Background: an optimization exercise with open tools, aiming at small area, a short achievable clock period and few clock cycles per item. Do not read the settings as production practice. Only simulation tests tie the RTL to the original design; equivalence was not proved. Power is estimated from default activity; no workload was simulated.

File: flow/design.v
`timescale 1ns / 1ps
`default_nettype none
package tre_pkg;
    localparam int MAX_GATES  = 64;
    localparam int TERM_TRITS = 9;
    localparam int TERM_W     = 2 * TERM_TRITS;
    localparam int IDX_W      = $clog2(MAX_GATES);
    localparam int CNT_W      = $clog2(MAX_GATES + 1);
    localparam int TGT_W      = 4;
    localparam int OP_W       = 3;
    typedef enum logic {
        FUNC_LOAD = 1'b0,
        FUNC_EVAL = 1'b1
    } t_func;
    typedef enum logic [OP_W-1:0] {
        OP_MINUS1 = 3'd0,
        OP_MINUS2 = 3'd1,
        OP_SWAP01 = 3'd2,
        OP_SWAP02 = 3'd3,
        OP_SWAP12 = 3'd4
    } t_op;
    typedef struct packed {
        logic [TERM_W-1:0] control;
        logic [TGT_W-1:0]  target;
        logic [OP_W-1:0]   op;
    } t_gate;
    function automatic logic [1:0] perm_trit(input logic [OP_W-1:0] op,
                                             input logic [1:0] trit);
        logic [1:0] res;
        res = trit;
        if (trit != 2'd3) begin
            case (op)
                3'd0: res = (trit == 2'd0) ? 2'd2 : ((trit == 2'd1) ? 2'd0 : 2'd1);
                3'd1: res = (trit == 2'd0) ? 2'd1 : ((trit == 2'd1) ? 2'd2 : 2'd0);
                3'd2: res = (trit == 2'd0) ? 2'd1 : ((trit == 2'd1) ? 2'd0 : 2'd2);
                3'd3: res = (trit == 2'd0) ? 2'd2 : ((trit == 2'd1) ? 2'd1 : 2'd0);
                3'd4: res = (trit == 2'd0) ? 2'd0 : ((trit == 2'd1) ? 2'd2 : 2'd1);
                default:   res = trit;
            endcase
        end
        perm_trit = res;
    endfunction
endpackage
`default_nettype wire
`timescale 1ns / 1ps
`default_nettype none
module tre_cell (
    input  wire logic                      i_clk,
    input  wire logic                      i_rst_n,
    input  wire logic                      i_adv,
    input  wire logic                      i_wr,
    input  wire tre_pkg::t_gate            i_gate,
    input  wire logic                      i_active,
    input  wire logic                      i_valid,
    input  wire logic [tre_pkg::TERM_W-1:0] i_term,
    output logic                           o_valid,
    output logic [tre_pkg::TERM_W-1:0]     o_term
);
    tre_pkg::t_gate             r_gate;
    logic              r_valid;
    logic [tre_pkg::TERM_W-1:0] r_term;
    logic [tre_pkg::TERM_W-1:0] n_term;
    logic [tre_pkg::TERM_W-1:0] w_mask;
    logic [1:0]        w_trit;
    logic [1:0]        w_new;
    logic              w_hit;
    logic              w_fire;
    logic [tre_pkg::TERM_W-1:0] w_placed;
    always_comb begin
        w_mask = '0;
        w_trit = 2'd0;
        for (int k = 0; k < tre_pkg::TERM_TRITS; k++) begin
            if (r_gate.target == tre_pkg::TGT_W'(k)) begin
                w_mask[2*k +: 2] = 2'b11;
                w_trit           = i_term[2*k +: 2];
            end
        end
        w_hit  = |w_mask;
        w_new  = tre_pkg::perm_trit(r_gate.op, w_trit);
        w_fire = i_active && w_hit && ((i_term & ~w_mask) == r_gate.control);
        w_placed = i_term & ~w_mask;
        for (int k = 0; k < tre_pkg::TERM_TRITS; k++) begin
            if (r_gate.target == tre_pkg::TGT_W'(k)) begin
                w_placed[2*k +: 2] = w_new;
            end
        end
        n_term = w_fire ? w_placed : i_term;
    end
    always_ff @(posedge i_clk) begin
        if (i_wr) begin
            r_gate <= i_gate;
        end
    end
    always_ff @(posedge i_clk) begin
        if (!i_rst_n) begin
            r_valid <= 1'b0;
        end else if (i_adv) begin
            r_valid <= i_valid;
        end
    end
    always_ff @(posedge i_clk) begin
        if (i_adv) begin
            r_term <= n_term;
        end
    end
    assign o_valid = r_valid;
    assign o_term  = r_term;
endmodule
`default_nettype wire
`timescale 1ns / 1ps
`default_nettype none
module ternary_reversible_cascade_eval (
    input  wire logic                        i_clk,
    input  wire logic                        i_rst_n,
    input  wire logic                        i_cfg_we,
    input  wire logic [tre_pkg::CNT_W-1:0]   i_cfg_data,
    input  wire logic                        i_valid,
    output logic                             o_stall,
    input  wire logic                        i_func,
    input  wire logic [tre_pkg::IDX_W-1:0]   i_gate_index,
    input  wire logic [tre_pkg::TERM_W-1:0]  i_gate_control,
    input  wire logic [tre_pkg::TGT_W-1:0]   i_gate_target,
    input  wire logic [tre_pkg::OP_W-1:0]    i_gate_op,
    input  wire logic [tre_pkg::TERM_W-1:0]  i_term,
    output logic                             o_valid,
    input  wire logic                        i_stall,
    output logic [tre_pkg::TERM_W-1:0]       o_result_term
);
    logic [tre_pkg::CNT_W-1:0]  r_gate_count;
    logic              r_out_valid;
    logic [tre_pkg::TERM_W-1:0] r_out_term;
    logic              w_adv;
    logic              w_busy;
    logic              w_accept;
    logic              w_load;
    tre_pkg::t_gate             w_gate;
    logic [tre_pkg::MAX_GATES:0] w_valid;
    logic [tre_pkg::TERM_W-1:0]  w_term [tre_pkg::MAX_GATES+1];
    assign w_adv    = !r_out_valid || !i_stall;
    assign w_busy   = |w_valid[tre_pkg::MAX_GATES:1];
    assign o_stall  = !w_adv || ((i_func == tre_pkg::FUNC_LOAD) && w_busy);
    assign w_accept = i_valid && !o_stall;
    assign w_load   = w_accept && (i_func == tre_pkg::FUNC_LOAD);
    assign w_gate.control = i_gate_control;
    assign w_gate.target  = i_gate_target;
    assign w_gate.op      = i_gate_op;
    assign w_valid[0] = w_accept && (i_func == tre_pkg::FUNC_EVAL);
    assign w_term[0]  = i_term;
    for (genvar k = 0; k < tre_pkg::MAX_GATES; k++) begin : g_cell
        tre_cell u_cell (
            .i_clk    (i_clk),
            .i_rst_n  (i_rst_n),
            .i_adv    (w_adv),
            .i_wr     (w_load && (i_gate_index == tre_pkg::IDX_W'(k))),
            .i_gate   (w_gate),
            .i_active (tre_pkg::CNT_W'(k) < r_gate_count),
            .i_valid  (w_valid[k]),
            .i_term   (w_term[k]),
            .o_valid  (w_valid[k+1]),
            .o_term   (w_term[k+1])
        );
    end
    always_ff @(posedge i_clk) begin
        if (!i_rst_n) begin
            r_gate_count <= '0;
        end else if (i_cfg_we) begin
            r_gate_count <= i_cfg_data;
        end
    end
    always_ff @(posedge i_clk) begin
        if (!i_rst_n) begin
            r_out_valid <= 1'b0;
        end else if (w_adv) begin
            r_out_valid <= w_valid[tre_pkg::MAX_GATES];
        end
    end
    always_ff @(posedge i_clk) begin
        if (w_adv) begin
            r_out_term <= w_term[tre_pkg::MAX_GATES];
        end
    end
    assign o_valid       = r_out_valid;
    assign o_result_term = r_out_term;
endmodule
`default_nettype wire
File: flow/run.sh
#!/bin/bash
# synth_recipe.tcl (not shown) runs the flow's synth.tcl, then flattens the netlist and writes it again
# the make line also repeats each setting of config.mk as NAME=value (left out here)
make -C /OpenROAD-flow-scripts/flow DESIGN_CONFIG=/design/flow/config.mk WORK_HOME=/design/flow/orfs CLKGATE_MAP_FILE= SYNTH_SCRIPT=/design/flow/synth_recipe.tcl finish
File: flow/config.mk
export PLATFORM = sky130hd
export DESIGN_NAME = ternary_reversible_cascade_eval
export DESIGN_NICKNAME = ternary_reversible_cascade_eval
export VERILOG_FILES = /design/flow/design.v
export SDC_FILE = /design/flow/constraint.sdc
export NUM_CORES = 4
export LEC_CHECK = 0
export CAP_MARGIN = 20
export CORE_MARGIN = 2
export CORE_UTILIZATION = 40
export SLEW_MARGIN = 20
File: flow/constraint.sdc
create_clock -name core_clock -period 5.0 [get_ports {i_clk}]
set_input_delay 1.0000 -clock core_clock [delete_from_list [all_inputs] [get_ports {i_clk}]]
set_output_delay 1.0000 -clock core_clock [all_outputs]
set_load 0.01 [all_outputs]
==> run notes <==
- Setup repair after global routing left no endpoint under its margin.
- In the post-synthesis netlist, the biggest area contributors are edfxtp_1 55%, mux2_2 8.9%, nor2_1 3.4%.
- During synthesis, Yosys emitted a total of 4 warnings.
- From synthesis to final layout, the design area changed by 12.26%.
- In this run the worst hold path is classified as reg2reg.
- The overall overflow remaining after global route is 0.
- For this run, the register share of the synthesized area comes to 0.5626.
- The worst-case IR drop observed on VDD is ~0.00027 V.
- Data on the critical path is required at its endpoint by 5.70 ns.
- The number of synthesized flops with an enable pin is 2,770.
- The cell family with the largest share of critical-path delay is simple AND/OR/NAND/NOR gates.
- Each instance of the synthesized netlist takes up on average 11.80 µm².
- The die is 617.2 µm wide.
- The count of nets left with antenna violations once routing finished came out at 0.
- The initialized floorplan defines 225 standard-cell rows.
- Summed over all instances, the cell type with the most area after synthesis is edfxtp_1.
- The slew at the pin closest to its max-slew limit is 1.491 ns.
- The core region is roughly 0.37 mm².
- The flip-flop and latch count after synthesis is between 2k and 3k.
- In the final routed layout, each cell accounts on average for 25.10 µm.
- The finished layout holds between 15k and 20k standard cells, fillers aside.
- The part of the power in registers is 0.505.
- The tool flagged a number of max-cap violations equal to 0.
- Clock latency on the worst-skew pair, taken at its later pin, is roughly 0.96 ns.
- The total length of routed wires is around 460 mm.
- between 80 and 90 I/O pins were placed.
- After clock tree synthesis, the setup repair step added 0 buffers.
- The type of element capturing the critical path is a flip-flop.
- In this run the static leakage power is 55.32 nW.
- The total negative slack for setup checks is 0 ns.
- Of the post-synthesis cell area, the dominant cell type holds 0.5530.
- The most instantiated flip-flop cell in the synthesis netlist is edfxtp_1.
- The post-synthesis cell area is 0.1504 mm².
- The hold violation count in the final report is 0.
- The pre-CTS setup slack is between 0.7 and 0.8 ns.
- The post-placement cell count is 17.53k.
- The number of gates resized after cts is 0.
- The clock share of power is 0.451.
- The half-perimeter wire length after detailed placement is 290.4 mm.
- Across all hold checks on the routed design, the worst slack comes to 0.4156 ns.
- The count of unresolved DRC violations after routing is 0.
- The die covers 0.3810 mm².
- The number of nets in the synthesized netlist is around 13k.
- After the last flow step, the layout net total stands at 12.93k.
- The number of buffer and inverter stages on the critical path is 0.
- The count of pins over their slew limit is 0.
- The worst path meets setup with 0.7536 ns of slack.
- Entering global routing, the biggest net connects 163 pins.
- The number of global-route vias before repair is 99.74k.
- The internal power consumption is 41.80 mW.
- The clock tree skew after final layout is 0.08505 ns.
- Of the total power, the share spent switching nets is 0.2249.
- The final critical-path share of the clock period is 0.8493.
- The distinct cell type count of the synthesized netlist is 96.
- The clock drives 2,842 sinks.
- In this run the power density over the cells is 319.4 mW/mm².
- The first global-routing pass estimated 663.8 mm of wire.
- Traced cell by cell, the critical path runs through or4_1, a221oi_1, nand2_1, or3_1, nor4b_1, mux2_2.
- In this run the vertical extent of the chip is between 600 and 700 µm.
- At the end of routability-driven placement, the weighted congestion stood at 0.8966.
- For this run, the detailed router's first-pass iteration total came to 13.
- The average vias per placed instance is 5.998.
- The global-route usage over all layers is 0.2308.
- The total CTS buffers is 324.
- The cell sitting at the root of the clock tree is a clkbuf_16.
- The share of post-route cells with drive strength above 1 is 0.1680.
- The layout has approximately 34k filler cells.
- Static timing analysis puts the maximum clock frequency at 235.5 MHz.
- The number of violations reported at the end of detailed-routing iteration 0 is 14.20k.
- The clock tree synthesis step divided the H-tree into 5 levels.
- The remaining max-slew budget at the tightest pin is 0.006110.
- The proportion of register bits with asynchronous set or reset after synthesis is 0.
- In this run the power spent charging and discharging nets is around 12 mW.
- Buffers inserted to repair hold after CTS numbered 0.
- The gate count of the mapped netlist is 12.75k.
- Setup violations remaining at the end of the flow were counted as 0.
- No sink is reached through more buffers than the 4 on the longest clock path.
- For this configuration, the core starts out at a cell density of 0.4011.
- The detailed router placed about 110k vias in this run.
- Input and output buffers added on the ports amount to between 80 and 90.
- The shortest clock period the worst path allows after layout is 4.246 ns.
- The number of antenna violations at the first check in global routing was 54.
- The largest single stage delay on the critical path is ~0.91 ns.
- For the worst setup path, the data arrival time is between 4 and 5 ns.
- Of all nets on the critical path, the largest fanout is 24.
- The clock-pin slew on the worst setup and hold paths is 0.06 ns.
- The clock tree from TritonCTS is yes.
- STA classifies the critical path startpoint as a flip-flop.
- The flow ran to the end and the layout has no timing, DRC or antenna violations.
- Of the total power, combinational logic draws 0.044.
- The cell at the slowest stage of the critical path is a221oi_1.
- The worst setup path category is reg2reg.
-- cells by family after synthesis --
kind of cell,share of synthesized area
compound gates,0.1011
xor+xnor,0.04105
fa+ha+maj,0.002263
buf+inv,0.01888
flops,0.5626
mux,0.1126
simple gates,0.1615
-- final timing paths --
| kind | from | end | slack, ns | cells past startpoint |
|---|---|---|---|---|
| max | g_cell[38].u_cell.r_gate[4] | g_cell[38].u_cell.r_term[0] | 0.75 | 6 |
| max reg2reg | g_cell[38].u_cell.r_gate[4] | g_cell[38].u_cell.r_term[0] | 0.75 | 6 |
| min | g_cell[63].u_cell.r_term[6] | r_out_term[6] | 0.42 | 0 |
| min reg2reg | g_cell[63].u_cell.r_term[6] | r_out_term[6] | 0.42 | 0 |
-- layout make-up --
class | count | area, µm² | area share
Multi-Input combinational cell | 9177 | 63240 | 0.3745
Antenna cell | 14 | 35.03 | 0.0002075
Sequential cell | 2842 | 84630 | 0.5011
Inverter | 242 | 924.6 | 0.005476
Clock inverter | 200 | 2226 | 0.01318
Tap cell | 4994 | 6248 | 0.03700
Clock buffer | 383 | 8499 | 0.05033
Timing Repair Buffer | 280 | 3067 | 0.01816
-- sequential cells by signal (all words and copies together), names as in the netlist --
name,cells
g_cell.u_cell.r_gate,1600
r_out_valid,1
r_out_term,18
r_gate_count,7
g_cell.u_cell.r_valid,64
g_cell.u_cell.r_term,1152
-- power by group through the flow --
stage          combinational, mW  clock, mW  sequential [mW]
3_3_place_gp                2.33          0             27.7
3_5_place_dp                2.35          0             27.7
6_report                    2.36       24.3             27.3
5_1_grt                     2.51       25.6             27.3
4_1_cts                     2.37       24.8             27.2
2_1_floorplan               1.19          0             27.4
-- worst reg2reg max path: stages, from the launching register on --
cell      delay [ns]
edfxtp_1        0.70
or4_1           0.85
a221oi_1        0.92
nand2_1         0.11
or3_1           0.55
nor4b_1         0.48
mux2_2          0.39
-- synth_stat cells, drive strengths merged (121+ instances only) --
| cell | number |
|---|---|
| nand2b | 176 |
| nor3 | 577 |
| inv | 241 |
| mux2 | 1186 |
| nor4 | 157 |
| edfxtp | 2770 |
| xnor2 | 481 |
| o21ai | 261 |
| a21oi | 227 |
| nor2b | 150 |
| xor2 | 224 |
| nand2 | 1332 |
| nor2 | 1375 |
| clkbuf | 377 |
| nand4 | 148 |
| o32ai | 348 |
| a31oi | 415 |
| mux2i | 121 |
| nand3 | 263 |
-- per-layer routing --
metal	track usage	share of wire	vias to the layer above	wire length, µm
met5	0	0.00015	-	68
met4	0.08492	0.040	10	17990
met3	0.03404	0.087	901	39680
met2	0.3662	0.46	4945	207400
met1	0.3205	0.42	53250	190100
li1	-	-	49650	-
-- stage by stage --
step	area, µm²	util	power, mW
after global placement	158000	0.4215	30.07
after CTS	168800	0.4501	54.37
after global routing	168800	0.4502	55.43
final	168900	0.4503	53.93
after floorplan	150400	-	28.54
after detailed placement	158000	0.4215	30.07
-- placed cells by master, fill, tap and decap left out, types with 139 or more instances in the layout --
cell type,instances
nor3_1,577
o32ai_1,348
nor2b_1,150
clkbuf_16,332
mux2_2,1185
inv_1,240
nand3_1,262
xnor2_1,481
nor2_1,1307
xor2_1,224
a21oi_1,224
buf_4,139
nand4_1,148
nand2b_1,174
nand2_1,1332
o21ai_0,256
edfxtp_1,2770
a31oi_1,415
Testbench counts, summed over its fixed seeds: cycles 16,449, items 12,800.

port drivers added, routing unchanged:
Ports are ideal in the flow. The routed layout listed here was re-timed in OpenROAD. Step 1, drivers: a clkbuf_16 drives i_clk and a buf_2 each remaining input, both assumed. Step 2 also shifts input and output timing later by t, the mid clock arrival at the registers, as if the neighbouring blocks saw the same clock. Three values: no drivers, after step 1, after step 2; two values: the first two.
shift t [ns]: 1.032
setup WS [ns]: 0.754 / 0.754 / 0.754
hold slack, ns: 0.416 / 0.416 / 0.416
slew at the worst register clock pin (ns): 0.07 / 0.07
cell pins on the clock port's net: 1
After both steps setup and hold are still met in this run. The setup slack of this run moves by 0.000 ns with the drivers and by 0.000 ns with both steps.
